This is an optimization exercise on Yosys and OpenROAD, whose aim is small area, a short achievable clock period and few clock cycles, not a production implementation. RTL that was checked went through simulation tests only; none was proved equivalent to the original. Only the layout flow was run in runs 7 and 8; the RTL was not checked for function there. Power is estimated from default activity; no workload was simulated.

==> design/flow/flow/run.sh <==
#!/bin/bash
# The standard layout, except that the ports get plain buffers instead of
# the delay cells buffer_ports picks by default. Each port still has its own
# buffer; the resizer may size them later.
set -euo pipefail
export BUFFER_PORTS_ARGS="-buffer_cell sky130_fd_sc_hd__buf_2"
bash standard.sh > standard.log 2>&1
==> design/flow/standard.sh <==
#!/bin/bash
# synth_recipe.tcl (not shown) runs the flow's synth.tcl, then flattens the netlist and writes it again
# the make line also repeats each setting of config.mk as NAME=value (left out here)
make -C /OpenROAD-flow-scripts/flow DESIGN_CONFIG=/design/flow/config.mk WORK_HOME=/design/flow/orfs CLKGATE_MAP_FILE= SYNTH_SCRIPT=/design/flow/synth_recipe.tcl "${@:-finish}"
==> design/flow/config.mk <==
export PLATFORM = sky130hd
export DESIGN_NAME = reindeer_core
export DESIGN_NICKNAME = reindeer_core
export VERILOG_FILES = /design/flow/design.v
export SDC_FILE = /design/flow/constraint.sdc
export NUM_CORES = 4
export LEC_CHECK = 0
export CAP_MARGIN = 20
export CELL_PAD_IN_SITES_DETAIL_PLACEMENT = 1
export CELL_PAD_IN_SITES_GLOBAL_PLACEMENT = 1
export CORE_MARGIN = 2
export CORE_UTILIZATION = 45
export CTS_CLUSTER_DIAMETER = 90
export CTS_CLUSTER_SIZE = 24
export SETUP_SLACK_MARGIN = 2.5
export SLEW_MARGIN = 20
==> design/flow/constraint.sdc <==
create_clock -name core_clock -period 6.0 [get_ports {clk}]
set_input_delay 1.2000 -clock core_clock [delete_from_list [all_inputs] [get_ports {clk}]]
set_output_delay 1.2000 -clock core_clock [all_outputs]
set_load 0.01 [all_outputs]
==> design/flow/design.v <==
package reindeer_pkg;
    localparam int XLEN          = 32;
    localparam int REG_ADDR_BITS = 5;
    localparam int MEM_ADDR_BITS = 10;
    localparam int PC_BITWIDTH   = MEM_ADDR_BITS + 2;
endpackage
`timescale 1ns/1ps
`default_nettype none
module reindeer_core (
    input  logic        clk,
    input  logic        arst_n_i,
    input  logic        start_i,
    input  logic [11:0] start_address_i,
    input  logic [31:0] mem_read_data_i,
    input  logic        mem_read_ack_i,
    input  logic [42:0] ocd_reg_i,
    output logic [9:0]  mem_addr_o,
    output logic        mem_read_en_o,
    output logic [31:0] ocd_reg_read_data_o,
    output logic        paused_o,
    output logic [11:0] peek_pc_o,
    output logic [31:0] peek_ir_o
);
    localparam logic [6:0] OPCODE_OP_IMM = 7'b0010011;
    localparam logic [6:0] OPCODE_OP     = 7'b0110011;
    localparam logic [6:0] OPCODE_LUI    = 7'b0110111;
    logic [4:0]  ocd_raddr;
    logic        ocd_we;
    logic [4:0]  ocd_waddr;
    logic [31:0] ocd_wdata;
    assign ocd_raddr = ocd_reg_i[42:38];
    assign ocd_we    = ocd_reg_i[37];
    assign ocd_waddr = ocd_reg_i[36:32];
    assign ocd_wdata = ocd_reg_i[31:0];
    logic        paused_q;    
    logic        run_q;       
    logic        out_q;       
    logic        live_q;      
    logic [9:0]  faddr_q;     
    logic [31:0] h_q, s_q;    
    logic        hv_q, sv_q;  
    logic        h_legal_q, h_op_q, s_legal_q, s_op_q;
    logic        dph_q;       
    logic        in_legal, in_op;
    logic        halt;        
    logic        halt_q;      
    logic        issue;       
    logic        keep;        
    logic        req;
    logic        arrive;
    logic        refill;      
    assign in_op    = (mem_read_data_i[6:0] == OPCODE_OP);
    assign in_legal = (mem_read_data_i[6:0] == OPCODE_OP_IMM) || in_op ||
                      (mem_read_data_i[6:0] == OPCODE_LUI);
    assign halt   = hv_q & ~h_legal_q;
    assign issue  = hv_q & h_legal_q & (~h_op_q | dph_q);
    assign keep   = hv_q & h_legal_q & h_op_q & ~dph_q;
    assign refill = ~hv_q | issue;
    logic        en0_q, en1_q;
    assign req    = mem_read_ack_i ? en1_q : en0_q;
    assign arrive = mem_read_ack_i & live_q & ~halt;
    logic        paused_n, halt_q_n, out_n, live_n, dph_n, hv_n, sv_n;
    logic        h_legal_n, h_op_n, s_op_n, s_take;
    logic        halt_n1, issue_n1;
    assign paused_n  = paused_q ? ~start_i : halt_q;
    assign halt_q_n  = halt & ~halt_q;
    assign out_n     = req | (out_q & ~mem_read_ack_i);
    assign live_n    = req | (live_q & ~mem_read_ack_i & ~halt);
    assign dph_n     = keep;
    assign hv_n      = halt ? ~halt_q : (refill ? (sv_q | arrive) : hv_q);
    assign sv_n      = halt ? 1'b0 : (refill ? (sv_q & arrive) : (sv_q | arrive));
    assign s_take    = arrive & ~(refill & ~sv_q);
    assign h_legal_n = refill ? (sv_q ? s_legal_q : in_legal) : h_legal_q;
    assign h_op_n    = refill ? (sv_q ? s_op_q : in_op) : h_op_q;
    assign s_op_n    = s_take ? in_op : s_op_q;
    assign halt_n1   = hv_n & ~h_legal_n;
    assign issue_n1  = hv_n & h_legal_n & (~h_op_n | dph_n);
    always_ff @(posedge clk or negedge arst_n_i) begin
        if (!arst_n_i) begin
            paused_q  <= 1'b1;
            run_q     <= 1'b0;
            halt_q    <= 1'b0;
            out_q     <= 1'b0;
            live_q    <= 1'b0;
            faddr_q   <= '0;
            h_q       <= '0;
            hv_q      <= 1'b0;
            sv_q      <= 1'b0;
            dph_q     <= 1'b0;
            en0_q     <= 1'b0;
            en1_q     <= 1'b0;
        end else begin
            paused_q <= paused_n;
            run_q    <= ~paused_n;
            halt_q   <= halt_q_n;
            out_q    <= out_n;
            live_q   <= live_n;
            dph_q    <= dph_n;
            hv_q     <= hv_n;
            sv_q     <= sv_n;
            en0_q    <= ~paused_n & ~halt_n1 & ~out_n;
            en1_q    <= ~paused_n & ~halt_n1 & (~out_n | ~(sv_n & issue_n1 & s_op_n));
            if (paused_q && start_i) begin
                faddr_q <= start_address_i[11:2];
            end else if (halt && !halt_q) begin
                faddr_q <= faddr_q - 10'd1 - {9'd0, sv_q} - {9'd0, live_q};
            end else if (req) begin
                faddr_q <= faddr_q + 10'd1;
            end
            if (!halt && refill) begin
                if (sv_q) begin
                    h_q <= s_q;
                end else if (arrive) begin
                    h_q <= mem_read_data_i;
                end
            end
        end
    end
    always_ff @(posedge clk) begin
        h_legal_q <= h_legal_n;
        h_op_q    <= h_op_n;
        s_op_q    <= s_op_n;
        if (s_take) begin
            s_q       <= mem_read_data_i;
            s_legal_q <= in_legal;
        end
    end
    assign mem_addr_o    = faddr_q;
    assign mem_read_en_o = req;
    assign paused_o      = paused_q;
    assign peek_pc_o     = {faddr_q, 2'b00};
    assign peek_ir_o     = h_q;
    logic [31:0] rf [1:31];
    logic        we;
    logic [4:0]  waddr;
    logic [31:0] wdata;
    logic [31:0] result;
    logic        ev_q;
    logic [4:0]  rd_q;
    logic [31:0] w_q;
    logic        wv_q;
    logic [4:0]  wrd_q;
    assign we    = paused_q ? ocd_we : wv_q;
    assign waddr = paused_q ? ocd_waddr : wrd_q;
    assign wdata = paused_q ? ocd_wdata : w_q;
    for (genvar i = 1; i < 32; i++) begin : g_rf
        always_ff @(posedge clk) begin
            if (we && (waddr == 5'(i))) begin
                rf[i] <= wdata;
            end
        end
    end
    logic [31:1] oh_q;        
    logic        fwd_q;       
    logic        fwdw_q;      
    logic [31:0] rdw;         
    logic [4:0]  raddr_d;
    logic [31:0] nxt;         
    logic        is_op, is_lui;
    logic [2:0]  f3;
    logic [4:0]  rd;
    logic [31:0] imm;
    logic [31:0] a_q, b_q;
    logic        sub_q, left_q, sra_q;
    logic [4:0]  shamt_q;     
    logic        sel_add_q, sel_lt_q, sel_ltu_q, sel_xor_q, sel_or_q, sel_and_q, sel_sh_q;
    logic        ev_d;
    assign is_op  = h_op_q;
    assign is_lui = (h_q[6:0] == OPCODE_LUI);
    assign f3     = h_q[14:12];
    assign rd     = h_q[11:7];
    assign imm    = is_lui ? {h_q[31:12], 12'b0} : {{20{h_q[31]}}, h_q[31:20]};
    assign ev_d   = issue && (rd != 5'd0);
    assign nxt     = sv_q ? s_q : mem_read_data_i;
    assign raddr_d = keep ? h_q[24:20] : nxt[19:15];
    logic        fwdw_d;
    assign fwdw_d = ev_q && (rd_q == raddr_d);
    always_ff @(posedge clk) begin
        fwd_q  <= ev_d && (rd == raddr_d);
        fwdw_q <= fwdw_d;
        for (int i = 1; i < 32; i++) begin
            oh_q[i] <= (raddr_d == 5'(i)) && !fwdw_d && !paused_n;
        end
    end
    logic [31:1] rsel;
    always_comb begin
        for (int i = 1; i < 32; i++) begin
            rsel[i] = oh_q[i] | (!run_q && (ocd_raddr == 5'(i)));
        end
        rdw = {32{fwdw_q}} & w_q;
        for (int i = 1; i < 32; i++) begin
            rdw = rdw | ({32{rsel[i]}} & rf[i]);
        end
    end
    logic        alt, sub, bsel;
    assign alt  = (h_q[31:25] == 7'b0100000) && (is_op || (f3 == 3'b101)) && !is_lui;
    assign sub  = !is_lui && (((f3 == 3'b000) && alt) || (f3 == 3'b010) || (f3 == 3'b011));
    assign bsel = is_op || !run_q;
    always_ff @(posedge clk) begin
        if (!dph_q) begin
            a_q <= is_lui ? '0 : (fwd_q ? result : rdw);
        end
        b_q      <= (bsel ? rdw : imm) ^ {32{sub && run_q}};
        sub_q    <= sub;
        sel_add_q <= is_lui || (f3 == 3'b000);
        sel_lt_q  <= !is_lui && (f3 == 3'b010);
        sel_ltu_q <= !is_lui && (f3 == 3'b011);
        sel_xor_q <= !is_lui && (f3 == 3'b100);
        sel_or_q  <= !is_lui && (f3 == 3'b110);
        sel_and_q <= !is_lui && (f3 == 3'b111);
        sel_sh_q  <= !is_lui && (f3[1:0] == 2'b01);
        left_q    <= (f3 == 3'b001);
        shamt_q   <= bsel ? rdw[4:0] : imm[4:0];
        sra_q     <= alt && (f3 == 3'b101);
        rd_q     <= rd;
    end
    always_ff @(posedge clk or negedge arst_n_i) begin
        if (!arst_n_i) begin
            ev_q <= 1'b0;
            wv_q <= 1'b0;
        end else begin
            ev_q <= ev_d;
            wv_q <= ev_q;
        end
    end
    always_ff @(posedge clk) begin
        w_q   <= result;
        wrd_q <= rd_q;
    end
    logic [31:0] sh_in, sh_out, sh_res;
    logic [32:0] kg [0:6];
    logic [32:0] kp [0:6];
    logic [31:0] hp;
    assign hp = a_q ^ b_q;
    assign kg[0] = {a_q & b_q, sub_q};
    assign kp[0] = {hp, 1'b0};
    for (genvar l = 0; l < 6; l++) begin : g_ks
        for (genvar e = 0; e < 33; e++) begin : g_e
            if (e >= (1 << l)) begin : g_m
                assign kg[l+1][e] = kg[l][e] | (kp[l][e] & kg[l][e - (1 << l)]);
                assign kp[l+1][e] = kp[l][e] & kp[l][e - (1 << l)];
            end else begin : g_p
                assign kg[l+1][e] = kg[l][e];
                assign kp[l+1][e] = kp[l][e];
            end
        end
    end
    logic [31:0] c;
    assign c = kg[6][31:0];
    logic cmp0, cmp1;
    assign cmp1 = (sel_lt_q & (a_q[31] & b_q[31])) | (sel_ltu_q & ~(a_q[31] | b_q[31]));
    assign cmp0 = (sel_lt_q & (a_q[31] | b_q[31])) | (sel_ltu_q & ~(a_q[31] & b_q[31]));
    always_comb begin
        for (int i = 0; i < 32; i++) begin
            sh_in[i] = left_q ? a_q[31-i] : a_q[i];
        end
    end
    assign sh_out = 32'($signed({sra_q & a_q[31], sh_in}) >>> shamt_q);
    always_comb begin
        for (int i = 0; i < 32; i++) begin
            sh_res[i] = left_q ? sh_out[31-i] : sh_out[i];
        end
    end
    logic [31:0] early, r_c0, r_c1;
    assign early = ({32{sel_xor_q}} & (a_q ^ b_q)) |
                   ({32{sel_or_q}}  & (a_q | b_q)) |
                   ({32{sel_and_q}} & (a_q & b_q)) |
                   ({32{sel_sh_q}}  & sh_res);
    assign r_c0 = early | ({32{sel_add_q}} & hp);
    assign r_c1 = early | ({32{sel_add_q}} & ~hp);
    always_comb begin
        for (int i = 0; i < 32; i++) begin
            result[i] = c[i] ? r_c1[i] : r_c0[i];
        end
        result[0] = result[0] | (c[31] ? cmp1 : cmp0);
    end
    assign ocd_reg_read_data_o = b_q;
endmodule
`default_nettype wire
==> out/metrics.cfg, run 1 <==
[clocking]
cts-root-buf = clkbuf_16
cts.sinks = 1236
cts_tree = done
hold_buffers = 0
clk_path_buf_depth = 3
cts-buffers-inserted = 60
clkTransAtPathRegs_ns = 0.10
h-tree-depth = 2
clk_latency_ns = 0.73

[placed_design]
placed_area_um2 = 54900
hpwl_um = 128000
gp_congestion = 0.928
portBuffers = 174
numPlacedInstances = 5154

[floorplanning]
die_w_um = 343
initial_core_util = 0.454
fp-row-count = 124
io_pins = 179
dieHeight_um = 343
die_area_um2 = 118000
core_region_area_um2 = 114000

[layout]
instances_no_fill = 5405
post-route-util = 0.514
drive_above_1_share = 0.198
fin_area_um2 = 58700
final_nets = 3999
area.growth.synth_to_final_pct = 13.3

[global_route]
grt_max_degree = 55
grt_usage = 0.357
grt_pass1_wl_um = 291000
antenna_found_initial = 4
grt_overflow = 0
grt_pass1_vias = 35800

[route]
first_pass_iters = 6
drt-total-wl_um = 214000
ant_nets = 0
vias = 36200
wl_per_cell_um = 39.5
drt-vias-per-instance = 6.70
drcViolationCount = 0
first_iter_violations = 5056

[setup_path]
reg2reg_depth = 11
cp-end-kind = flop
cp-start-kind = flop
cp.required_ns = 6.45
path_max_fanout = 9
critical_path_class = flop to flop
arrival_ns = 3.95

[logic_synthesis]
synth_area_per_cell_um2 = 14.5
yosysMostFrequentCell = edfxtp_1
muxShareOfSynthArea = 0.0568
yosys.area_share.adder = 0.0168
synth_area_um2 = 51800
synth_xor_area_frac = 0.0127
synth-seq-cells = 1236
synth-simple-area-share = 0.0601
synth.top_cells.by_count = 1057 x edfxtp_1, 294 x a22oi_1, 206 x nand2_1
synth_flop_cell = edfxtp_1
synth.largest_area_cell = edfxtp_1
postSynthCellCount = 3569
seq_area_frac_synth = 0.687
async_reset_ff_frac = 0.0437
synth_edf_count = 1057
synth_cell_type_count = 88
synthTopCellsByArea = edfxtp_1 61%, dfxtp_1 4.8%, a22oi_1 4.3%, mux4_2 2.7%, dfrtp_1 2.6%
synth_top_family_by_area = compound AO/OA/AOI/OAI gates
yosysWarnings = 4
synth_compound_area_frac = 0.139
yosysTopAreaCellShare = 0.613

[outcome]
status = finished clean

[timing]
finalCriticalPeriod_ns = 3.50
rsz0062_at_grt = yes
slew_violations = 0
setup_viol = 0
relSlewSlack = 0.279
hold_viol = 0
worst_pin_slew_ns = 1.07
fmax_mhz = 285
skew_ns = 0.0396
period_share = 0.584
setup_tns_ns = 0
whs_ns = 0.383

[power]
ir_drop_uv = 330
p_leak_uw = 0.0202
p_per_area_nw_per_um2 = 498

[min_path]
worstHoldPathType = flop to flop
min_path_cells = 0

[job]
cap_violations = 0

## final cells by class
cell class	count	area [um^2]
clock buffer	104	1680
sequential	1236	35600
timing repair inverter	1	5.00
timing repair buffer	428	3290
inverter	106	407
multi-input combinational	2006	15600
fill	11100	55500
tap	1512	1890
clock inverter	9	153
antenna	3	7.51
## registers in the layout, summed over array words and instances (netlist names), 5 cells and up
register / flops
oh_q: 31
rf: 992
rd_q: 5
h_q: 32
s_q: 32
shamt_q: 5
wrd_q: 5
b_q: 32
a_q: 32
faddr_q: 10
w_q: 32
## critical path, stage by stage, from the launching register on
cell,delay (ns)
edfxtp_1,0.72
inv_1,0.09
ha_1,0.39
a21o_1,0.21
a21o_1,0.19
a2111oi_0,0.47
o31ai_1,0.16
a21oi_1,0.26
o21ai_4,0.13
xor2_1,0.16
a21o_1,0.25
o21ba_1,0.21
## layer usage
metal  global-route usage  wire, um
met1                0.466     82500
met2                0.591    102000
met3               0.0571     17900
met4                0.156     11100
met5                    0        14
## cells in the final DEF (no fill, tap or decap), types with 51 or more instances in the layout
master and n:
edfxtp_1 1057, a22oi_1 294, nand2_1 205, buf_4 205
buf_2 172, nor2_1 140, nand3_1 129, dfxtp_1 115
a221oi_1 112, a22o_1 111, o21ai_0 107, inv_1 97
a21oi_1 97, ha_1 66, mux4_2 62, mux2i_1 62
clkbuf_16 60, mux2_2 58, dfrtp_1 51
## metrics by stage
stage	total power, uW	worst slack [ns]
finish	29200	2.50
CTS	28700	2.38
global route	30200	2.38
detailed placement	23500	1.30
global placement	23200	1.31
floorplan	18800	2.51
## where the power goes
group          switching, uW  internal [uW]  leakage (uW)
Combinational           7730           4130       0.00804
Sequential              1300          11300        0.0113
Clock                   2850           1960      0.000867
## timing repair
action,CTS,global route
setup endpoints to repair,676,158
pin swaps,23,14
setup buffers,85,45
cloned,3,2
resized for setup,83,44
## kinds of logic (layout without fill, tap and decap cells)
group	count (synthesis)	after routing
multiplexers	199	199
AO/OA/AOI/OAI	989	992
adder cells (fa/ha/maj)	69	69
XOR/XNOR	75	75
flip-flops	1236	1236
other	1	5
buffers and inverters	331	648
AND/OR/NAND/NOR	669	669
## path summary, 6_finish.rpt
kind | startpoint | end | slack [ns]
max in group asynchronous | arst_n_i | run_q$_DFF_PN0_ | 4.84
setup reg to reg | a_q[23]$_SDFFCE_PP0N_ | a_q[31]$_SDFFCE_PP0N_ | 2.50
setup / recovery | a_q[23]$_SDFFCE_PP0N_ | a_q[31]$_SDFFCE_PP0N_ | 2.50
hold / removal | rd_q[4]$_DFF_P_ | wrd_q[4]$_DFF_P_ | 0.38
min in group asynchronous | arst_n_i | h_q[11]$_DFFE_PN0P_ | 0.62
hold reg to reg | rd_q[4]$_DFF_P_ | wrd_q[4]$_DFF_P_ | 0.38
Testbench counts, summed over its fixed seeds: cycles 23,918.
==> inputs of run 2 (changes only) <==
--- a/design/flow/config.mk
+++ b/design/flow/config.mk
@@ -13,4 +13,4 @@
 export CTS_CLUSTER_DIAMETER = 90
 export CTS_CLUSTER_SIZE = 24
-export SETUP_SLACK_MARGIN = 2.5
+export SETUP_SLACK_MARGIN = 2.2
 export SLEW_MARGIN = 20
==> out/metrics.cfg, run 2 <==
[timing]
relSlewSlack = 0.197
hold_viol = 0
setup_viol = 0
finalCriticalPeriod_ns = 3.91
skew_ns = 0.0527
setup_tns_ns = 0
slew_violations = 0
rsz0062_at_grt = yes
fmax_mhz = 256
period_share = 0.652
worst_pin_slew_ns = 1.21

[logic_synthesis]
yosysMostFrequentCell = edfxtp_1
synth_area_um2 = 51800
synth_edf_count = 1057
synth_area_per_cell_um2 = 14.5
yosysTopAreaCellShare = 0.613
async_reset_ff_frac = 0.0437
synthTopCellsByArea = edfxtp_1 61%, dfxtp_1 4.8%, a22oi_1 4.3%, mux4_2 2.7%, dfrtp_1 2.6%
synth-seq-cells = 1236
postSynthCellCount = 3569
seq_area_frac_synth = 0.687
synth.largest_area_cell = edfxtp_1
synth.top_cells.by_count = 1057 x edfxtp_1, 294 x a22oi_1, 206 x nand2_1
synth_cell_type_count = 88
synth_flop_cell = edfxtp_1
yosysWarnings = 4

[clocking]
cts-buffers-inserted = 61
hold_buffers = 0
clk_latency_ns = 0.74
clk_path_buf_depth = 3
cts.sinks = 1236
h-tree-depth = 2
cts-root-buf = clkbuf_16
cts_tree = done
clkTransAtPathRegs_ns = 0.10

[placed_design]
hpwl_um = 128000
placed_area_um2 = 54800
portBuffers = 174
gp_congestion = 0.954

[layout]
fin_area_um2 = 57000
multiInputGateArea_um2 = 15300
final_nets = 3873
largest_reg_flops = 992
post-route-util = 0.500
drive_above_1_share = 0.160
area.growth.synth_to_final_pct = 10.1
layout_common_cells = 1057 x edfxtp_1, 294 x a22oi_1, 205 x nand2_1
register_area_um2 = 35600
top_register = rf
mostFrequentLayoutCell = edfxtp_1
fillerInstances = 11200

[floorplanning]
initial_core_util = 0.454
core_region_area_um2 = 114000
io_pins = 179
fp-row-count = 124
dieHeight_um = 343
die_area_um2 = 118000
die_w_um = 343

[power]
p_per_area_nw_per_um2 = 501
clkPwrFrac = 0.170
p_seq_frac = 0.443
power.share.switching = 0.406
power.internal_uw = 17000
p_leak_uw = 0.0195
ir_drop_uv = 385
combinationalPowerShare = 0.387
switchingPower_uw = 11600

[setup_path]
cp.required_ns = 6.47
cp-start-kind = input port
path_max_fanout = 17
critical_path_class = input port to flop
crit_start = ocd_reg_i[42]
cp-end-kind = flop
arrival_ns = 4.38
worstReg2RegStart = shamt_q[2]$_DFF_P_
r2r_slack_ns = 2.15

[route]
wl_met3_um = 16300
wl_met1_um = 79200
drt-vias-per-instance = 6.65
wl_met2_um = 99400
top_layer = met5
first_iter_violations = 4527
wl_per_cell_um = 38.5
drt-total-wl_um = 203000
first_pass_iters = 5
vias = 35100
ant_nets = 0
drcViolationCount = 0

[global_route]
grt_usage = 0.340
grt_max_degree = 60
antenna_found_initial = 8
grt_pass1_vias = 35000
grt_pass1_wl_um = 280000
grt_overflow = 0

[min_path]
min_from = rd_q[3]$_DFF_P_
worstHoldPathType = flop to flop

[job]
cap_violations = 0

[outcome]
status = finished clean

==> run 2: final timing paths <==
path / to / depth (start not counted)
max: a_q[24]$_SDFFCE_PP0N_ / 10
min: wrd_q[3]$_DFF_P_ / 0
min reg2reg: wrd_q[3]$_DFF_P_ / 0
min in group asynchronous: ev_q$_DFF_PN0_ / 2
max reg2reg: a_q[11]$_SDFFCE_PP0N_ / 9
max in group asynchronous: sv_q$_DFF_PN0_ / 2
==> run 2: critical path: stages <==
cell      delay (ns)
buf_2           0.14
nor2b_1         0.26
a41o_2          0.67
buf_4           0.35
a22o_1          0.24
a221oi_1        0.28
nand3_1         0.11
or4_1           0.75
o21ai_0         0.26
a21oi_1         0.06
==> run 2: routing by layer <==
layer  vias to the layer above  track usage
met5                         -            0
met4                        10        0.120
met3                       323       0.0540
met2                      1744        0.573
met1                     18700        0.449
li1                      14400            -
==> run 2: final cells by class <==
cell class | instances | share of cell area
flip-flops and latches | 1236 | 0.624
clock inverters | 12 | 0.00285
repair buffers | 305 | 0.0349
multi-input cells | 2003 | 0.268
well taps | 1512 | 0.0332
clock buffers | 102 | 0.0295
inverters | 106 | 0.00700
diodes | 4 | 0.000175
==> run 2: cells by family after synthesis <==
group           Yosys count  synth area share
compound gates          989             0.139
xor+xnor                 75            0.0127
fa+ha+maj                69            0.0168
buf+inv                 331            0.0274
flops                  1236             0.687
mux                     199            0.0568
other cells               1         0.0000724
simple gates            669            0.0601
==> run 2: power groups by stage <==
stage / clock network [uW] / registers [uW] / logic [uW]
final: 4860 / 12700 / 11100
after floorplan: 0 / 12000 / 6740
after detailed placement: 0 / 12900 / 10500
after CTS: 4890 / 12600 / 10800
after global placement: 0 / 12800 / 10300
after global routing: 5160 / 12700 / 11700
==> run 2: timing repair <==
action                                  CTS  global route
setup buffers                            11             4
pin swaps                                 3             2
endpoints found under the hold margin     0             0
gates cloned                              0             0
gates resized for setup                  21            14
endpoints found under the setup margin  217            32
==> run 2: metrics by stage <==
step                hold WS (ns)  setup WS [ns]  total power, uW  cells
finish                     0.371           2.09            28600   5280
global route               0.383           2.09            29600   5277
CTS                        0.373           2.17            28300   5271
detailed placement         0.360           1.26            23400   5146
global placement           0.365           1.33            23100   5144
floorplan                  0.346           2.48            18800   3570
==> inputs of run 3 (changes only) <==
--- a/design/flow/config.mk
+++ b/design/flow/config.mk
@@ -13,4 +13,4 @@
 export CTS_CLUSTER_DIAMETER = 90
 export CTS_CLUSTER_SIZE = 24
-export SETUP_SLACK_MARGIN = 2.2
+export SETUP_SLACK_MARGIN = 2.7
 export SLEW_MARGIN = 20
==> out/metrics.cfg, run 3 <==
[setup_path]
critical_path.cell_chain = inv_2, ha_4, a211oi_4, o21ai_4, nand3b_1, a311oi_2, buf_4, a311oi_2, buf_6, o21ai_4, xor2_2, a21o_1, o21ba_1
arrival_ns = 3.92
critical_path_class = flop to flop
cp-end-kind = flop
cp_top_family = compound AO/OA/AOI/OAI gates
cp_num_buf_inv = 3
cpPeakStageDelay_ns = 0.47
path_max_fanout = 4
cp.required_ns = 6.47
cp-start-kind = flop
critPathSlowestCell = edfxtp_1

[min_path]
worstHoldPathType = flop to flop

[route]
drt-total-wl_um = 222000
first_iter_violations = 4940
drt-vias-per-instance = 6.79
drcViolationCount = 0
vias = 37200
wl_per_cell_um = 40.6
ant_nets = 0
first_pass_iters = 6

[global_route]
globalRouteMet3Util = 0.0519
grt_usage = 0.370
grtUsageMet1 = 0.475
grtUsageMet2 = 0.606
grt_max_degree = 55
grt_overflow = 0
grt_pass1_vias = 36000
grt_pass1_wl_um = 299000
top_usage_layer = met2
antenna_found_initial = 7

[logic_synthesis]
seq_area_frac_synth = 0.687
synth-seq-cells = 1236
synth_cell_type_count = 88
synth_area_per_cell_um2 = 14.5
synth_area_um2 = 51800
synth.top_cells.by_count = 1057 x edfxtp_1, 294 x a22oi_1, 206 x nand2_1
postSynthCellCount = 3569
synth_edf_count = 1057
yosysMostFrequentCell = edfxtp_1
synth.largest_area_cell = edfxtp_1
yosysWarnings = 4
synthTopCellsByArea = edfxtp_1 61%, dfxtp_1 4.8%, a22oi_1 4.3%, mux4_2 2.7%, dfrtp_1 2.6%
yosysTopAreaCellShare = 0.613
synth_flop_cell = edfxtp_1
async_reset_ff_frac = 0.0437

[timing]
fmax_mhz = 291
worst_slack_ns = 2.56
skew_ns = 0.0400
whs_ns = 0.379
setup_viol = 0
hold_viol = 0
relSlewSlack = 0.235
setup_tns_ns = 0
finalCriticalPeriod_ns = 3.44
slew_violations = 0
worst_pin_slew_ns = 1.14
rsz0062_at_grt = yes
period_share = 0.573

[layout]
top_register = rf
area.growth.synth_to_final_pct = 16.1
final_nets = 4077
drive_above_1_share = 0.236
layout_common_cells = 1057 x edfxtp_1, 294 x a22oi_1, 249 x buf_4
largest_reg_flops = 992
post-route-util = 0.527
mostFrequentLayoutCell = edfxtp_1

[floorplanning]
initial_core_util = 0.454
dieHeight_um = 343
die_area_um2 = 118000
io_pins = 179
fp-row-count = 124
core_region_area_um2 = 114000
die_w_um = 343

[placed_design]
preCtsSetupSlack_ns = 1.35
portBuffers = 174
gp_congestion = 0.935
hpwl_um = 125000

[power]
p_leak_uw = 0.0209
p_per_area_nw_per_um2 = 502
ir_drop_uv = 327

[clocking]
cts.sinks = 1236
cts-root-buf = clkbuf_16
clkTransAtPathRegs_ns = 0.10
cts-buffers-inserted = 60
h-tree-depth = 2
hold_buffers = 0
clk_path_buf_depth = 3
clk_latency_ns = 0.74
cts_tree = done

[outcome]
status = finished clean

[job]
cap_violations = 0

[run 3: per-layer routing]
| layer | wire [um] | share of wire |
|---|---|---|
| met5 | 11 | 0.000049 |
| met3 | 19400 | 0.087 |
| met1 | 81800 | 0.37 |
| met2 | 106000 | 0.48 |
| met4 | 15300 | 0.069 |
[run 3: final timing paths]
| path | start | to | slack, ns | cells after the start |
|---|---|---|---|---|
| setup / recovery | a_q[0]$_SDFFCE_PP0N_ | a_q[31]$_SDFFCE_PP0N_ | 2.56 | 13 |
| hold / removal | ev_q$_DFF_PN0_ | wv_q$_DFF_PN0_ | 0.38 | 0 |
| setup reg to reg | a_q[0]$_SDFFCE_PP0N_ | a_q[31]$_SDFFCE_PP0N_ | 2.56 | 13 |
| hold reg to reg | ev_q$_DFF_PN0_ | wv_q$_DFF_PN0_ | 0.38 | 0 |
| max in group asynchronous | arst_n_i | sv_q$_DFF_PN0_ | 4.84 | 2 |
| min in group asynchronous | arst_n_i | h_q[7]$_DFFE_PN0P_ | 0.60 | 2 |
[run 3: worst register-to-register path: cells and delay by family (launching register included)]
kind / cells / cell delay, ns
buffers and inverters: 3 / 0.46
and+or+nand+nor: 1 / 0.28
AOI/OAI and AO/OA: 7 / 1.50
DFF: 1 / 0.47
adders and majority gates: 1 / 0.30
xor gates and xnor gates: 1 / 0.15
[run 3: metrics by stage]
| stage | std cells | cell area, um^2 | total power [uW] |
|---|---|---|---|
| after floorplan | 3570 | 52200 | 18800 |
| after global placement | 5145 | 54900 | 23100 |
| after detailed placement | 5148 | 55000 | 23400 |
| after CTS | 5419 | 59100 | 29200 |
| after global routing | 5479 | 60100 | 31100 |
| final | 5480 | 60100 | 30200 |
[run 3: power breakdown]
group / internal [uW] / switching [uW]
clock: 2000 / 2840
sequential: 11300 / 1130
combinational: 4740 / 8170
total: 18000 / 12100
[run 3: final cells by class]
cell class	count	area, um^2
diodes	1	2.50
repair inverters	1	5.00
clock buffers	102	1680
clock inverters	10	143
well taps	1512	1890
fillers	11100	54100
multi-input cells	2017	16300
flip-flops and latches	1236	35600
repair buffers	495	4050
inverters	106	405
[run 3: logic make-up after synthesis]
group | share of synthesized area
buffers and inverters | 0.0274
adders and majority gates | 0.0168
DFF | 0.687
other | 0.0000724
muxes | 0.0568
and+or+nand+nor | 0.0601
AOI/OAI and AO/OA | 0.139
xor gates and xnor gates | 0.0127
[run 3: repair_timing]
action                                  4_1_cts  5_1_grt
setup buffers                               145       58
resized for setup                           136      106
pin swaps                                    40       53
gates cloned                                 14        2
endpoints found under the setup margin      383      158
==> inputs of run 4 (changes only) <==
--- a/design/flow/design.v
+++ b/design/flow/design.v
@@ -145,8 +145,8 @@
     assign wdata = paused_q ? ocd_wdata : w_q;
     for (genvar i = 1; i < 32; i++) begin : g_rf
+        logic wsel;
+        assign wsel = we && (waddr == 5'(i));
         always_ff @(posedge clk) begin
-            if (we && (waddr == 5'(i))) begin
-                rf[i] <= wdata;
-            end
+            rf[i] <= ({32{wsel}} & wdata) | ({32{!wsel}} & rf[i]);
         end
     end
@@ -198,7 +198,5 @@
     assign bsel = is_op || !run_q;
     always_ff @(posedge clk) begin
-        if (!dph_q) begin
-            a_q <= is_lui ? '0 : (fwd_q ? result : rdw);
-        end
+        a_q <= ({32{dph_q}} & a_q) | ({32{!dph_q && !is_lui}} & (fwd_q ? result : rdw));
         b_q      <= (bsel ? rdw : imm) ^ {32{sub && run_q}};
         sub_q    <= sub;
--- a/design/flow/config.mk
+++ b/design/flow/config.mk
@@ -13,4 +13,4 @@
 export CTS_CLUSTER_DIAMETER = 90
 export CTS_CLUSTER_SIZE = 24
-export SETUP_SLACK_MARGIN = 2.7
+export SETUP_SLACK_MARGIN = 2.5
 export SLEW_MARGIN = 20
==> out/metrics.cfg, run 4 <==
[global_route]
grt_pass1_wl_um = 288000
grt_max_degree = 55
grt_pass1_vias = 35500
antenna_found_initial = 8
grt_usage = 0.353
grt_overflow = 0

[timing]
rsz0062_at_grt = yes
skew_ns = 0.0385
fmax_mhz = 275
finalCriticalPeriod_ns = 3.63
hold_viol = 0
setup_tns_ns = 0
worst_slack_ns = 2.37
setup_viol = 0
slew_violations = 0
worst_pin_slew_ns = 1.19
period_share = 0.605
relSlewSlack = 0.209

[layout]
mostFrequentLayoutCell = edfxtp_1
drive_above_1_share = 0.192
area.growth.synth_to_final_pct = 12.8
layout_common_cells = 1025 x edfxtp_1, 296 x a22oi_1, 204 x nand2_1
fin_area_um2 = 58500
final_nets = 4001

[placed_design]
portBuffers = 174
hpwl_um = 131000
placed_area_um2 = 55300
preCtsSetupSlack_ns = 1.31
gp_congestion = 0.929

[logic_synthesis]
synth.largest_area_cell = edfxtp_1
synth_cell_type_count = 90
synth_area_um2 = 51900
async_reset_ff_frac = 0.0437
yosysTopAreaCellShare = 0.593
synth.top_cells.by_count = 1025 x edfxtp_1, 296 x a22oi_1, 206 x nand2_1
synth-seq-cells = 1236
synth_flop_cell = edfxtp_1
yosysMostFrequentCell = edfxtp_1
postSynthCellCount = 3644
seq_area_frac_synth = 0.680
yosysWarnings = 4
synthTopCellsByArea = edfxtp_1 59%, dfxtp_1 6.1%, a22oi_1 4.3%, dfrtp_1 2.6%, mux4_2 2.3%
synth_edf_count = 1025
synth_area_per_cell_um2 = 14.2

[power]
power.internal_uw = 17200
p_seq_frac = 0.428
clkPwrFrac = 0.166
power.share.switching = 0.411
combinationalPowerShare = 0.406
p_leak_uw = 0.0201
ir_drop_uv = 241
p_per_area_nw_per_um2 = 500
finalPower_uw = 29300
switchingPower_uw = 12000

[outcome]
status = finished clean

[clocking]
hold_buffers = 0
clk_path_buf_depth = 3
h-tree-depth = 2
cts-root-buf = clkbuf_16
clkTransAtPathRegs_ns = 0.10
cts.sinks = 1236
clk_latency_ns = 0.74
cts-buffers-inserted = 61
cts_tree = done

[setup_path]
cp-end-kind = flop
worstReg2RegStart = run_q$_DFF_PN0_
critical_path_class = input port to flop
critPathSlowestCell = a21o_4
crit_start = ocd_reg_i[39]
path_max_fanout = 32
cpMostUsedCell = nor2_1
critical_path.cell_chain = clkbuf_4, nor4_4, a21o_4, a22o_1, a221oi_1, nand3_1, or4_1, nor2_1, nor2_1, xnor2_1
arrival_ns = 4.23
cpPeakStageDelay_ns = 0.77
cp-start-kind = input port
cp.required_ns = 6.60

[floorplanning]
io_pins = 179
core_region_area_um2 = 114000
die_w_um = 344
fp-row-count = 124
initial_core_util = 0.454
dieHeight_um = 344
die_area_um2 = 118000

[route]
ant_nets = 0
vias = 36100
drcViolationCount = 0
first_iter_violations = 4626
drt-vias-per-instance = 6.69
first_pass_iters = 5
drt-total-wl_um = 214000
wl_per_cell_um = 39.6

[job]
cap_violations = 0

[min_path]
min_from = rd_q[4]$_DFF_P_
worstHoldPathType = flop to flop

-- run 4: repair_timing --
item	4_1_cts	5_1_grt
resized for setup	97	61
gates cloned	1	3
buffers inserted	27	38
endpoints found under the setup margin	135	135
pin swaps	9	17
hold endpoints to repair	0	0
-- run 4: routing by layer --
layer / GRT usage / routed length, um / vias to the layer above
li1: - / - / 14700
met1: 0.456 / 82900 / 19200
met2: 0.597 / 104000 / 1868
met3: 0.0546 / 16700 / 351
met4: 0.139 / 9770 / 4
met5: 0 / 26 / -
-- run 4: critical path, delay by kind of cell --
family	cells	cell delay, ns
xor+xnor	1	0.11
buf+inv	1	0.22
simple gates	5	1.59
compound gates	3	1.05
-- run 4: power by group through the flow --
stage / registers, uW / clock network [uW] / logic (uW)
after floorplan: 11900 / 0 / 6860
after global placement: 12700 / 0 / 10800
after detailed placement: 12700 / 0 / 11000
after CTS: 12500 / 4870 / 11500
after global routing: 12600 / 5120 / 12600
final: 12500 / 4850 / 11900
-- run 4: stage by stage --
stage	cells	hold slack, ns	utilization
2_1_floorplan	3645	0.346	-
3_3_place_gp	5212	0.371	0.482
3_5_place_dp	5220	0.362	0.483
4_1_cts	5349	0.384	0.505
5_1_grt	5393	0.390	0.512
6_report	5396	0.386	0.512
-- run 4: final cells by class --
type,count,area [um^2]
clock inverters,9,175
inverters,105,397
well taps,1512,1890
flip-flops and latches,1236,35300
diodes,5,12.5
clock buffers,92,1670
repair buffers,367,2900
fillers,11000,55800
multi-input cells,2070,16100
-- run 4: path summary, 6_finish.rpt --
path / endpoint / slack [ns] / cells after the start
min in group asynchronous: h_q[10]$_DFFE_PN0P_ / 0.61 / 2
min reg2reg: wrd_q[4]$_DFF_P_ / 0.39 / 0
min: wrd_q[4]$_DFF_P_ / 0.39 / 0
max reg2reg: b_q[3]$_DFF_P_ / 2.42 / 9
max: b_q[3]$_DFF_P_ / 2.37 / 10
max in group asynchronous: sv_q$_DFF_PN0_ / 4.78 / 2
-- run 4: cell families (layout without fill, tap and decap cells) --
family / Yosys count / count (layout) / synth area share
DFF: 1236 / 1236 / 0.680
AOI/OAI and AO/OA: 1009 / 1012 / 0.141
and+or+nand+nor: 717 / 717 / 0.0652
buffers and inverters: 342 / 573 / 0.0286
muxes: 197 / 197 / 0.0567
xor gates and xnor gates: 73 / 73 / 0.0123
adders and majority gates: 69 / 69 / 0.0168
other: 1 / 7 / 0.0000723
Testbench counts of run 4, summed over its fixed seeds: cycles 23,918.
==> inputs of run 5 (changes only) <==
--- a/design/flow/config.mk
+++ b/design/flow/config.mk
@@ -13,4 +13,4 @@
 export CTS_CLUSTER_DIAMETER = 90
 export CTS_CLUSTER_SIZE = 24
-export SETUP_SLACK_MARGIN = 2.5
+export SETUP_SLACK_MARGIN = 2.9
 export SLEW_MARGIN = 20
==> out/metrics.cfg, run 5 <==
[logic_synthesis]
synth_cell_type_count = 90
yosysTopAreaCellShare = 0.593
synth_area_um2 = 51900
synthTopCellsByArea = edfxtp_1 59%, dfxtp_1 6.1%, a22oi_1 4.3%, dfrtp_1 2.6%, mux4_2 2.3%
synth_edf_count = 1025
yosysWarnings = 4
synth_flop_cell = edfxtp_1
synth_area_per_cell_um2 = 14.2
synth.largest_area_cell = edfxtp_1
seq_area_frac_synth = 0.680
synth.top_cells.by_count = 1025 x edfxtp_1, 296 x a22oi_1, 206 x nand2_1
yosysMostFrequentCell = edfxtp_1
synth-seq-cells = 1236
postSynthCellCount = 3644
async_reset_ff_frac = 0.0437

[power]
switchingPower_uw = 12900
combinationalPowerShare = 0.446
power.share.switching = 0.411
p_leak_uw = 0.0223
ir_drop_uv = 304
power.internal_uw = 18500
p_seq_frac = 0.404
p_per_area_nw_per_um2 = 495
clkPwrFrac = 0.151

[setup_path]
crit_start = ocd_reg_i[39]
r2r_slack_ns = 2.73
cp-start-kind = input port
worstReg2RegStart = run_q$_DFF_PN0_
r2r_end = a_q[2]$_DFF_P_
critical_path_class = input port to flop
reg2reg_depth = 13
cp-end-kind = flop
cp.required_ns = 6.64
arrival_ns = 3.91
cpPeakStageDelay_ns = 0.59
critical_path.cell_chain = buf_12, nor4bb_4, buf_12, buf_6, a31o_4, buf_12, buf_16, buf_12, a22o_1, a221oi_2, nand3_1, or4_4, o21ai_2, a31oi_1, a21o_1
cp_top_family = compound AO/OA/AOI/OAI gates
critPathSlowestCell = or4_4
path_max_fanout = 7
endpoint = a_q[29]$_DFF_P_
path_depth = 15
cp_num_buf_inv = 6
cpMostUsedCell = buf_12

[clocking]
clk_latency_ns = 0.74
clkTransAtPathRegs_ns = 0.10
cts_tree = done
clk_path_buf_depth = 3
cts-buffers-inserted = 59
cts.sinks = 1236
h-tree-depth = 2
cts-root-buf = clkbuf_16

[route]
drt-total-wl_um = 238000
first_pass_iters = 7
ant_nets = 0
vias = 38800
first_iter_violations = 5315
drt-vias-per-instance = 6.85
drcViolationCount = 0
wl_per_cell_um = 42.0

[timing]
hold_viol = 0
worst_pin_slew_ns = 1.19
worst_slack_ns = 2.73
period_share = 0.545
relSlewSlack = 0.204
finalCriticalPeriod_ns = 3.27
setup_tns_ns = 0
rsz0062_at_grt = yes
skew_ns = 0.0451
fmax_mhz = 306
setup_viol = 0
slew_violations = 0

[placed_design]
portBuffers = 174
gp_congestion = 0.941
hpwl_um = 129000
preCtsSetupSlack_ns = 1.14

[outcome]
status = finished clean

[layout]
drive_above_1_share = 0.313
mostFrequentLayoutCell = edfxtp_1
final_nets = 4269
area.growth.synth_to_final_pct = 22.1
fillerInstances = 10800
layout_common_cells = 1025 x edfxtp_1, 295 x buf_4, 255 x a22oi_1

[min_path]
worstHoldPathType = flop to flop

[floorplanning]
core_region_area_um2 = 114000
initial_core_util = 0.454
dieHeight_um = 344
fp-row-count = 124
io_pins = 179
die_w_um = 344
die_area_um2 = 118000

[global_route]
grt_usage = 0.392
grt_pass1_vias = 37500
grt_pass1_wl_um = 316000
grt_max_degree = 55
grt_overflow = 0
antenna_found_initial = 11

[job]
cap_violations = 0

## run 5: power groups by stage
stage | clock network, uW | registers (uW) | logic, uW
6_report | 4730 | 12700 | 14000
5_1_grt | 4980 | 12700 | 14700
4_1_cts | 4720 | 12600 | 12800
3_5_place_dp | 0 | 13000 | 10700
3_3_place_gp | 0 | 13000 | 10400
2_1_floorplan | 0 | 11900 | 7070
## run 5: stage by stage
| step | hold WS [ns] | instance area (um^2) | util | total power [uW] | instances |
|---|---|---|---|---|---|
| floorplan | 0.346 | 53200 | - | 19000 | 3645 |
| global placement | 0.366 | 55600 | 0.486 | 23300 | 5203 |
| detailed placement | 0.363 | 55600 | 0.486 | 23700 | 5205 |
| CTS | 0.378 | 61300 | 0.536 | 30200 | 5545 |
| global route | 0.387 | 63400 | 0.554 | 32300 | 5659 |
| finish | 0.379 | 63400 | 0.554 | 31400 | 5659 |
## run 5: timing repair
item,4_1_cts,5_1_grt
hold buffers,0,0
pin swaps,107,132
buffers inserted,222,106
gates resized for setup,333,202
cloned,20,6
setup endpoints to repair,1103,131
## run 5: layout make-up
type / instances / area [um^2] / share of cell area
inverters: 105 / 398 / 0.00628
clock inverters: 9 / 105 / 0.00166
clock buffers: 89 / 1630 / 0.0257
diodes: 1 / 2.50 / 0.0000395
repair buffers: 622 / 5950 / 0.0938
flip-flops and latches: 1236 / 35400 / 0.559
well taps: 1512 / 1890 / 0.0299
multi-input cells: 2085 / 18000 / 0.284
## run 5: kinds of logic after synthesis
group | after synthesis | share of synthesized area
adders and majority gates | 69 | 0.0168
DFF | 1236 | 0.680
other | 1 | 0.0000723
AOI/OAI and AO/OA | 1009 | 0.141
buffers and inverters | 342 | 0.0286
and+or+nand+nor | 717 | 0.0652
muxes | 197 | 0.0567
xor gates and xnor gates | 73 | 0.0123
## run 5: routing by layer
metal	routed length (um)	share of wire	global-route usage	up-vias
met5	93	0.00039	0	-
met4	18700	0.079	0.230	8
met3	23100	0.097	0.0682	643
met2	111000	0.46	0.635	2521
met1	85400	0.36	0.498	20300
li1	-	-	-	15300
## run 5: how the worst min path moves through the flow
stage / from / to / cells past startpoint
2_1_floorplan: ev_q$_DFF_PN0_ / wv_q$_DFF_PN0_ / 0
3_3_place_gp: rd_q[4]$_DFF_P_ / wrd_q[4]$_DFF_P_ / 0
3_5_place_dp: rd_q[3]$_DFF_P_ / wrd_q[3]$_DFF_P_ / 0
4_1_cts: rd_q[3]$_DFF_P_ / wrd_q[3]$_DFF_P_ / 0
5_1_grt: rd_q[3]$_DFF_P_ / wrd_q[3]$_DFF_P_ / 0
6_report: rd_q[3]$_DFF_P_ / wrd_q[3]$_DFF_P_ / 0
==> inputs of run 6 (changes only) <==
--- a/design/flow/config.mk
+++ b/design/flow/config.mk
@@ -13,4 +13,4 @@
 export CTS_CLUSTER_DIAMETER = 90
 export CTS_CLUSTER_SIZE = 24
-export SETUP_SLACK_MARGIN = 2.9
+export SETUP_SLACK_MARGIN = 2.7
 export SLEW_MARGIN = 20
==> out/metrics.cfg, run 6 <==
[timing]
skew_ns = 0.0400
setup_tns_ns = 0
setup_viol = 0
finalCriticalPeriod_ns = 3.32
relSlewSlack = 0.274
worst_pin_slew_ns = 1.09
whs_ns = 0.386
rsz0062_at_grt = yes
period_share = 0.553
fmax_mhz = 301
slew_violations = 0
worst_slack_ns = 2.68
hold_viol = 0

[logic_synthesis]
async_reset_ff_frac = 0.0437
synth.top_cells.by_count = 1025 x edfxtp_1, 296 x a22oi_1, 206 x nand2_1
yosysMostFrequentCell = edfxtp_1
postSynthCellCount = 3644
yosysWarnings = 4
synth_edf_count = 1025
synth_flop_cell = edfxtp_1
yosysTopAreaCellShare = 0.593
synth_area_per_cell_um2 = 14.2
synth-seq-cells = 1236
synthTopCellsByArea = edfxtp_1 59%, dfxtp_1 6.1%, a22oi_1 4.3%, dfrtp_1 2.6%, mux4_2 2.3%
synth_cell_type_count = 90
seq_area_frac_synth = 0.680
synth.largest_area_cell = edfxtp_1
synth_area_um2 = 51900

[route]
drt-vias-per-instance = 6.76
drcViolationCount = 0
first_pass_iters = 5
vias = 37200
drt-total-wl_um = 222000
wl_per_cell_um = 40.4
first_iter_violations = 4857
ant_nets = 0

[global_route]
grt_pass1_wl_um = 299000
grt_overflow = 0
grt_max_degree = 57
grt_usage = 0.370
grt_pass1_vias = 36200
antenna_found_initial = 12

[floorplanning]
core_region_area_um2 = 114000
initial_core_util = 0.454
fp-row-count = 124
io_pins = 179
die_w_um = 344
dieHeight_um = 344
die_area_um2 = 118000

[layout]
fin_area_um2 = 59800
area.growth.synth_to_final_pct = 15.2
mostFrequentLayoutCell = edfxtp_1
drive_above_1_share = 0.231
final_nets = 4106
layout_common_cells = 1025 x edfxtp_1, 294 x a22oi_1, 229 x buf_4
instances_no_fill = 5504

[setup_path]
reg2reg_depth = 10
cp-start-kind = input port
arrival_ns = 3.90
critical_path.cell_chain = clkbuf_4, nor4bb_4, buf_4, a31o_4, a22o_1, a221oi_1, nand3_1, or4_4, o21ai_1, xor2_1
critPathSlowestCell = or4_4
critical_path_class = input port to flop
cp-end-kind = flop
r2r_slack_ns = 2.70
cpPeakStageDelay_ns = 0.67
path_max_fanout = 8
r2r_end = a_q[21]$_DFF_P_
worstReg2RegStart = shamt_q[0]$_DFF_P_
cp.required_ns = 6.59
crit_start = ocd_reg_i[42]

[clocking]
clkTransAtPathRegs_ns = 0.10
cts-root-buf = clkbuf_16
clk_path_buf_depth = 3
clk_latency_ns = 0.73
cts-buffers-inserted = 59
hold_buffers = 0
cts.sinks = 1236
h-tree-depth = 2
cts_tree = done

[power]
p_per_area_nw_per_um2 = 499
ir_drop_uv = 267
p_leak_uw = 0.0207

[placed_design]
preCtsSetupSlack_ns = 1.29
gp_congestion = 0.939
placed_area_um2 = 55300
numPlacedInstances = 5232
portBuffers = 174
hpwl_um = 132000

[min_path]
min_path_cells = 0
min_from = rd_q[1]$_DFF_P_
min_to = wrd_q[1]$_DFF_P_
worstHoldPathType = flop to flop

[job]
cap_violations = 0

[outcome]
status = finished clean

[run 6: critical path: cells and delay by family]
family / cells / cell delay [ns]
compound gates: 4 / 0.95
buf+inv: 2 / 0.36
simple gates: 3 / 1.03
xor+xnor: 1 / 0.35
[run 6: logic make-up after synthesis]
kind of cell | after synthesis | synth area share
fa+ha+maj | 69 | 0.0168
compound gates | 1009 | 0.141
buf+inv | 342 | 0.0286
other cells | 1 | 0.0000723
flops | 1236 | 0.680
xor+xnor | 73 | 0.0123
simple gates | 717 | 0.0652
mux | 197 | 0.0567
[run 6: worst max path at each step]
stage	end	slack, ns	depth (start not counted)
6_report	b_q[17]$_DFF_P_	2.68	10
5_1_grt	a_q[29]$_DFF_P_	2.62	11
4_1_cts	a_q[23]$_DFF_P_	2.62	11
3_5_place_dp	b_q[12]$_DFF_P_	1.29	9
3_3_place_gp	b_q[30]$_DFF_P_	1.37	9
2_1_floorplan	flop	2.56	4
[run 6: through the flow]
stage,total power [uW],util
after global routing,30800,0.523
after floorplan,18800,-
after CTS,29200,0.517
after global placement,23400,0.483
final,29800,0.523
after detailed placement,23700,0.483
[run 6: cell type report]
| type | instances | area [um^2] |
|---|---|---|
| antenna | 10 | 25.0 |
| clock buffer | 87 | 1580 |
| clock inverter | 10 | 109 |
| fill | 11000 | 54600 |
| inverter | 105 | 399 |
| multi-input combinational | 2073 | 16500 |
| sequential | 1236 | 35400 |
| tap | 1512 | 1890 |
| timing repair buffer | 470 | 3850 |
| timing repair inverter | 1 | 5.00 |
[run 6: repair_timing]
| action | 4_1_cts | 5_1_grt |
|---|---|---|
| endpoints found under the setup margin | 989 | 222 |
| setup buffers | 120 | 36 |
| pin swaps | 43 | 25 |
| resized for setup | 188 | 82 |
| cloned | 7 | 2 |
[run 6: per-layer routing]
layer	part of all wire	wire length [um]	up-vias	track usage
li1	-	-	14900	-
met1	0.38	84300	19700	0.482
met2	0.48	106000	2102	0.604
met3	0.087	19300	476	0.0560
met4	0.056	12500	4	0.186
met5	0.00010	23	-	0
[run 6: where the power goes]
group | internal [uW] | switching (uW) | total (uW) | leakage, uW
Combinational | 4530 | 8070 | 12600 | 0.00868
Sequential | 11200 | 1370 | 12600 | 0.0112
Clock | 1860 | 2790 | 4650 | 0.000812
Total | 17600 | 12200 | 29800 | 0.0207
==> inputs of run 7 (changes only) <==
--- a/design/flow/design.v
+++ b/design/flow/design.v
@@ -44,5 +44,4 @@
     logic        in_legal, in_op;
     logic        halt;        
-    logic        halt_q;      
     logic        issue;       
     logic        keep;        
@@ -60,13 +59,12 @@
     assign req    = mem_read_ack_i ? en1_q : en0_q;
     assign arrive = mem_read_ack_i & live_q & ~halt;
-    logic        paused_n, halt_q_n, out_n, live_n, dph_n, hv_n, sv_n;
+    logic        paused_n, out_n, live_n, dph_n, hv_n, sv_n;
     logic        h_legal_n, h_op_n, s_op_n, s_take;
     logic        halt_n1, issue_n1;
-    assign paused_n  = paused_q ? ~start_i : halt_q;
-    assign halt_q_n  = halt & ~halt_q;
+    assign paused_n  = paused_q ? ~start_i : halt;
     assign out_n     = req | (out_q & ~mem_read_ack_i);
     assign live_n    = req | (live_q & ~mem_read_ack_i & ~halt);
     assign dph_n     = keep;
-    assign hv_n      = halt ? ~halt_q : (refill ? (sv_q | arrive) : hv_q);
+    assign hv_n      = halt ? 1'b0 : (refill ? (sv_q | arrive) : hv_q);
     assign sv_n      = halt ? 1'b0 : (refill ? (sv_q & arrive) : (sv_q | arrive));
     assign s_take    = arrive & ~(refill & ~sv_q);
@@ -80,5 +78,4 @@
             paused_q  <= 1'b1;
             run_q     <= 1'b0;
-            halt_q    <= 1'b0;
             out_q     <= 1'b0;
             live_q    <= 1'b0;
@@ -93,5 +90,4 @@
             paused_q <= paused_n;
             run_q    <= ~paused_n;
-            halt_q   <= halt_q_n;
             out_q    <= out_n;
             live_q   <= live_n;
@@ -103,5 +99,5 @@
             if (paused_q && start_i) begin
                 faddr_q <= start_address_i[11:2];
-            end else if (halt && !halt_q) begin
+            end else if (halt) begin
                 faddr_q <= faddr_q - 10'd1 - {9'd0, sv_q} - {9'd0, live_q};
             end else if (req) begin
@@ -138,20 +134,16 @@
     logic        ev_q;
     logic [4:0]  rd_q;
-    logic [31:0] w_q;
-    logic        wv_q;
-    logic [4:0]  wrd_q;
-    assign we    = paused_q ? ocd_we : wv_q;
-    assign waddr = paused_q ? ocd_waddr : wrd_q;
-    assign wdata = paused_q ? ocd_wdata : w_q;
+    assign we    = paused_q ? ocd_we : ev_q;
+    assign waddr = paused_q ? ocd_waddr : rd_q;
+    assign wdata = paused_q ? ocd_wdata : result;
     for (genvar i = 1; i < 32; i++) begin : g_rf
-        logic wsel;
-        assign wsel = we && (waddr == 5'(i));
         always_ff @(posedge clk) begin
-            rf[i] <= ({32{wsel}} & wdata) | ({32{!wsel}} & rf[i]);
+            if (we && (waddr == 5'(i))) begin
+                rf[i] <= wdata;
+            end
         end
     end
     logic [31:1] oh_q;        
     logic        fwd_q;       
-    logic        fwdw_q;      
     logic [31:0] rdw;         
     logic [4:0]  raddr_d;
@@ -174,11 +166,8 @@
     assign nxt     = sv_q ? s_q : mem_read_data_i;
     assign raddr_d = keep ? h_q[24:20] : nxt[19:15];
-    logic        fwdw_d;
-    assign fwdw_d = ev_q && (rd_q == raddr_d);
     always_ff @(posedge clk) begin
         fwd_q  <= ev_d && (rd == raddr_d);
-        fwdw_q <= fwdw_d;
         for (int i = 1; i < 32; i++) begin
-            oh_q[i] <= (raddr_d == 5'(i)) && !fwdw_d && !paused_n;
+            oh_q[i] <= (raddr_d == 5'(i)) && !paused_n;
         end
     end
@@ -188,5 +177,5 @@
             rsel[i] = oh_q[i] | (!run_q && (ocd_raddr == 5'(i)));
         end
-        rdw = {32{fwdw_q}} & w_q;
+        rdw = '0;
         for (int i = 1; i < 32; i++) begin
             rdw = rdw | ({32{rsel[i]}} & rf[i]);
@@ -198,5 +187,7 @@
     assign bsel = is_op || !run_q;
     always_ff @(posedge clk) begin
-        a_q <= ({32{dph_q}} & a_q) | ({32{!dph_q && !is_lui}} & (fwd_q ? result : rdw));
+        if (!dph_q) begin
+            a_q <= is_lui ? '0 : (fwd_q ? result : rdw);
+        end
         b_q      <= (bsel ? rdw : imm) ^ {32{sub && run_q}};
         sub_q    <= sub;
@@ -216,13 +207,7 @@
         if (!arst_n_i) begin
             ev_q <= 1'b0;
-            wv_q <= 1'b0;
         end else begin
             ev_q <= ev_d;
-            wv_q <= ev_q;
-        end
-    end
-    always_ff @(posedge clk) begin
-        w_q   <= result;
-        wrd_q <= rd_q;
+        end
     end
     logic [31:0] sh_in, sh_out, sh_res;
--- a/design/flow/config.mk
+++ b/design/flow/config.mk
@@ -11,6 +11,6 @@
 export CORE_MARGIN = 2
 export CORE_UTILIZATION = 45
-export CTS_CLUSTER_DIAMETER = 90
-export CTS_CLUSTER_SIZE = 24
-export SETUP_SLACK_MARGIN = 2.7
+export CTS_CLUSTER_DIAMETER = 80
+export CTS_CLUSTER_SIZE = 20
+export SETUP_SLACK_MARGIN = 2.5
 export SLEW_MARGIN = 20
==> out/metrics.cfg, run 7 <==
[outcome]
status = finished clean

[timing]
relSlewSlack = 0.230
hold_viol = 0
finalCriticalPeriod_ns = 3.57
skew_ns = 0.0473
rsz0062_at_grt = yes
worst_slack_ns = 2.43
period_share = 0.595
fmax_mhz = 280
setup_tns_ns = 0
worst_pin_slew_ns = 1.15
setup_viol = 0
slew_violations = 0

[global_route]
grt_max_degree = 61
grt_pass1_wl_um = 280000
antenna_found_initial = 9
grt_usage = 0.357
grt_pass1_vias = 34700
grt_overflow = 0

[power]
p_leak_uw = 0.0200
ir_drop_uv = 276
p_per_area_nw_per_um2 = 554

[layout]
layout_common_cells = 1057 x edfxtp_1, 278 x a22oi_1, 222 x buf_4
multiInputGateArea_um2 = 15600
fillerInstances = 10600
top_register = rf
area.growth.synth_to_final_pct = 17.4
mostFrequentLayoutCell = edfxtp_1
drive_above_1_share = 0.247
final_nets = 3917
largest_reg_flops = 992
register_area_um2 = 34800

[route]
drt-total-wl_um = 209000
first_iter_violations = 5009
ant_nets = 0
vias = 35500
drcViolationCount = 0
wl_met1_um = 79700
wl_met3_um = 20200
drt-vias-per-instance = 6.73
wl_met2_um = 98900
top_layer = met5
first_pass_iters = 6
wl_per_cell_um = 39.6

[logic_synthesis]
synthTopCellsByArea = edfxtp_1 64%, a22oi_1 4.2%, dfxtp_1 3.5%, dfrtp_1 2.6%, mux4_2 1.8%
yosysMostFrequentCell = edfxtp_1
async_reset_ff_frac = 0.0435
postSynthCellCount = 3415
yosysWarnings = 4
synth_area_per_cell_um2 = 14.6
yosysTopAreaCellShare = 0.636
synth_cell_type_count = 86
seq_area_frac_synth = 0.697
synth.largest_area_cell = edfxtp_1
synth-seq-cells = 1196
synth_area_um2 = 49900
synth_flop_cell = edfxtp_1
synth_edf_count = 1057
synth.top_cells.by_count = 1057 x edfxtp_1, 279 x a22oi_1, 202 x nor2_1

[floorplanning]
die_w_um = 337
io_pins = 179
initial_core_util = 0.452
fp-row-count = 122
core_region_area_um2 = 110000
dieHeight_um = 337
die_area_um2 = 114000

[placed_design]
preCtsSetupSlack_ns = 1.29
hpwl_um = 122000
portBuffers = 174
gp_congestion = 0.928

[clocking]
clk_latency_ns = 0.70
cts.sinks = 1196
clk_path_buf_depth = 3
cts-root-buf = clkbuf_16
hold_buffers = 0
cts_tree = done
cts-buffers-inserted = 73
h-tree-depth = 3
clkTransAtPathRegs_ns = 0.09

[job]
cap_violations = 0

[setup_path]
path_max_fanout = 8
cp-start-kind = flop
cp.required_ns = 6.44
cp-end-kind = flop
reg2reg_depth = 16
critical_path_class = flop to flop
arrival_ns = 4.02

[min_path]
worstHoldPathType = flop to flop
min_path_cells = 0

==> run 7: changes by cell type in the layout (fill, tap and decap cells not counted), sizes merged, moves of 10 or more <==
cell and change:
a22o -41, a221oi -22, mux2 -32, a222oi +32, or3 -10, nand2 -51, a21o -21, a21oi +13
a22oi -17, o21ai -14, edfxtp +32, dfxtp -70, a31oi +18, clkbuf +12
==> run 7: what timing repair did <==
item | in CTS | in global routing
endpoints found under the setup margin | 1361 | 1094
pin swaps | 44 | 56
buffers inserted | 105 | 50
gates cloned | 8 | 14
gates resized for setup | 177 | 173
==> run 7: metrics by stage <==
step	hold WS, ns	utilization	power [uW]	std cells	cell area (um^2)
after CTS	0.508	0.519	30900	5215	57300
after detailed placement	0.483	0.483	24600	4993	53300
after global routing	0.527	0.531	33600	5279	58600
after floorplan	0.468	-	19500	3416	50000
final	0.509	0.531	32500	5280	58600
after global placement	0.480	0.483	24200	4992	53300
==> run 7: worst paths after layout <==
kind	start	to	slack [ns]
max reg2reg	a_q[8]$_SDFFCE_PP0N_	rf[17][0]$_DFFE_PP_	2.43
min reg2reg	h_q[8]$_DFFE_PN0P_	rd_q[1]$_DFF_P_	0.51
min in group asynchronous	arst_n_i	faddr_q[9]$_DFFE_PN0P_	0.64
max in group asynchronous	arst_n_i	sv_q$_DFF_PN0_	4.77
max	a_q[8]$_SDFFCE_PP0N_	rf[17][0]$_DFFE_PP_	2.43
min	h_q[8]$_DFFE_PN0P_	rd_q[1]$_DFF_P_	0.51
==> run 7: where the power goes <==
part	switching [uW]	internal, uW
sequential	881	11900
clock	2860	2340
combinational	9430	5060
==> run 7: final cells by class <==
| type | instances | share of cell area |
|---|---|---|
| diodes | 1 | 0.0000427 |
| inverters | 107 | 0.00700 |
| well taps | 1488 | 0.0318 |
| clock inverters | 14 | 0.00301 |
| repair buffers | 467 | 0.0647 |
| flip-flops and latches | 1196 | 0.594 |
| repair inverters | 1 | 0.0000854 |
| multi-input cells | 1911 | 0.266 |
| clock buffers | 95 | 0.0333 |
==> run 7: logic make-up (layout without fill, tap and decap cells) <==
group / Yosys count / count (layout) / share of synthesized area
muxes: 152 / 159 / 0.0475
other: 1 / 3 / 0.0000751
and+or+nand+nor: 640 / 640 / 0.0598
buffers and inverters: 324 / 684 / 0.0272
xor gates and xnor gates: 65 / 65 / 0.0118
adders and majority gates: 69 / 69 / 0.0174
AOI/OAI and AO/OA: 968 / 976 / 0.139
DFF: 1196 / 1196 / 0.697
==> run 7: worst max-delay path: stages, from the launching register on <==
cell and delay (ns):
edfxtp_1 0.46, buf_6 0.19, ha_2 0.24, a21oi_4 0.05, o211ai_1 0.23, buf_4 0.21, a211oi_2 0.07, buf_4 0.15
a2111o_1 0.46, a21oi_2 0.18, buf_4 0.14, o21ai_4 0.10, mux2i_1 0.15, a21oi_2 0.22, a31oi_4 0.12, buf_12 0.20
clkbuf_16 0.16
==> run 7: layer usage <==
layer  vias up  global-route usage
met3       445              0.0600
met1     18700               0.472
met2      2087               0.586
met5         -                   0
met4         8               0.146
li1      14300                   -
==> inputs of run 8 (changes only) <==
--- a/design/flow/config.mk
+++ b/design/flow/config.mk
@@ -10,7 +10,7 @@
 export CELL_PAD_IN_SITES_GLOBAL_PLACEMENT = 1
 export CORE_MARGIN = 2
-export CORE_UTILIZATION = 45
-export CTS_CLUSTER_DIAMETER = 80
-export CTS_CLUSTER_SIZE = 20
+export CORE_UTILIZATION = 55
+export CTS_CLUSTER_DIAMETER = 90
+export CTS_CLUSTER_SIZE = 24
 export SETUP_SLACK_MARGIN = 2.5
 export SLEW_MARGIN = 20
==> out/metrics.cfg, run 8 <==
[outcome]
status = finished clean

[setup_path]
critical_path.cell_chain = inv_4, nand2_1, o22ai_1, nand2_1, nor2_4, buf_6
arrival_ns = 4.07
cp_top_family = simple AND/OR/NAND/NOR gates
worstReg2RegStart = paused_q$_DFF_PN1_
path_max_fanout = 32
reg2reg_depth = 6
cp-start-kind = flop
cpPeakStageDelay_ns = 0.59
path_depth = 6
crit_start = paused_q$_DFF_PN1_
critical_path_class = flop to flop
endpoint = rf[9][8]$_DFFE_PP_
r2r_slack_ns = 2.26

[clocking]
cts-root-buf = clkbuf_16
cts.sinks = 1196
clk_latency_ns = 0.74
clk_path_buf_depth = 3
clkTransAtPathRegs_ns = 0.10
hold_buffers = 0

[layout]
layout_common_cells = 1057 x edfxtp_1, 296 x buf_4, 278 x a22oi_1
drive_above_1_share = 0.270
multiInputGateArea_um2 = 16000
area.growth.synth_to_final_pct = 18.9
top_register = rf
register_area_um2 = 34800
final_nets = 4013

[job]
cap_violations = 0

[placed_design]
gp_congestion = 0.988
hpwl_um = 119000

[floorplanning]
die_w_um = 305
io_pins = 179
initial_core_util = 0.555
dieHeight_um = 305
fp-row-count = 110
core_region_area_um2 = 90000
die_area_um2 = 93200

[timing]
skew_ns = 0.0743
whs_ns = 0.519
rsz0062_at_grt = yes
worst_pin_slew_ns = 1.27
setup_tns_ns = 0
relSlewSlack = 0.147
setup_viol = 0
finalCriticalPeriod_ns = 3.74
period_share = 0.624
fmax_mhz = 267

[global_route]
grt_max_degree = 60
antenna_found_initial = 18
grt_usage = 0.445

[logic_synthesis]
postSynthCellCount = 3415
yosysWarnings = 4
synth.top_cells.by_count = 1057 x edfxtp_1, 279 x a22oi_1, 202 x nor2_1
synth_area_per_cell_um2 = 14.6
seq_area_frac_synth = 0.697
synth_cell_type_count = 86
synthTopCellsByArea = edfxtp_1 64%, a22oi_1 4.2%, dfxtp_1 3.5%, dfrtp_1 2.6%, mux4_2 1.8%
synth_flop_cell = edfxtp_1

[route]
drt-total-wl_um = 220000
first_iter_violations = 7011
vias = 38100
first_pass_iters = 9
drt-vias-per-instance = 7.53

[power]
clkPwrFrac = 0.139
p_per_area_nw_per_um2 = 567
switchingPower_uw = 13800
power.internal_uw = 19900
p_seq_frac = 0.383
p_leak_uw = 0.0205
ir_drop_uv = 349

[min_path]
worstHoldPathType = flop to flop

-- run 8: cell counts after synthesis --
Identical to the previous run, type by type.
-- run 8: how the worst min path moves through the flow --
stage	from	to	depth (start not counted)
after CTS	h_q[11]$_DFFE_PN0P_	rd_q[4]$_DFF_P_	0
after floorplan	s_op_q$_DFF_P_	s_op_q$_DFF_P_	1
after global routing	h_q[7]$_DFFE_PN0P_	rd_q[0]$_DFF_P_	0
after detailed placement	h_q[7]$_DFFE_PN0P_	rd_q[0]$_DFF_P_	0
final	h_q[11]$_DFFE_PN0P_	rd_q[4]$_DFF_P_	0
after global placement	s_op_q$_DFF_P_	s_op_q$_DFF_P_	1
-- run 8: routing by layer --
metal  track usage  up-vias  part of all wire
li1              -    14500                 -
met1         0.568    19000              0.33
met4         0.288       20             0.081
met3         0.122      970              0.15
met5             0        -            0.0012
met2         0.676     3665              0.44
-- run 8: cell type report --
type	instances	area share
repair inverters	2	0.000169
diodes	12	0.000506
multi-input cells	1925	0.270
flip-flops and latches	1196	0.587
clock buffers	76	0.0273
inverters	107	0.00696
repair buffers	563	0.0808
well taps	1176	0.0248
clock inverters	8	0.00228
-- run 8: repair_timing --
item	4_1_cts	5_1_grt
endpoints found under the setup margin	1445	1067
pin swaps	55	62
gates cloned	25	21
buffers inserted	127	121
gates resized for setup	222	193
-- run 8: power groups by stage --
stage                     Sequential (uW)  Combinational, uW  Clock (uW)
after floorplan                     12600               6820           0
after global placement              13100              10700           0
after detailed placement            13200              11200           0
after CTS                           12800              13400        4590
after global routing                12900              16600        4860
final                               12900              16100        4680
-- run 8: cell families (layout without fill, tap and decap cells) --
kind of cell | count (synthesis) | in the layout | synth area share
AOI/OAI and AO/OA | 968 | 990 | 0.139
DFF | 1196 | 1196 | 0.697
other | 1 | 14 | 0.0000751
buffers and inverters | 324 | 756 | 0.0272
and+or+nand+nor | 640 | 642 | 0.0598
muxes | 152 | 157 | 0.0475
xor gates and xnor gates | 65 | 65 | 0.0118
adders and majority gates | 69 | 69 | 0.0174
-- run 8: stage by stage --
stage	power, uW	area, um^2	util	std cells	setup WS (ns)
after floorplan	19500	50000	-	3416	2.50
after global placement	23800	52800	0.586	4672	1.40
after detailed placement	24400	52900	0.587	4674	1.24
after CTS	30800	57100	0.634	4910	2.26
after global routing	34400	59300	0.659	5055	2.31
final	33700	59300	0.659	5065	2.26

Setup slack of run 8, layout unchanged: 2.257 ns with ideal ports, 2.257 ns with driving cells assumed (clock clkbuf_16, inputs buf_2), 1.518 ns with port delays also shifted by the 0.772 ns mid clock arrival.
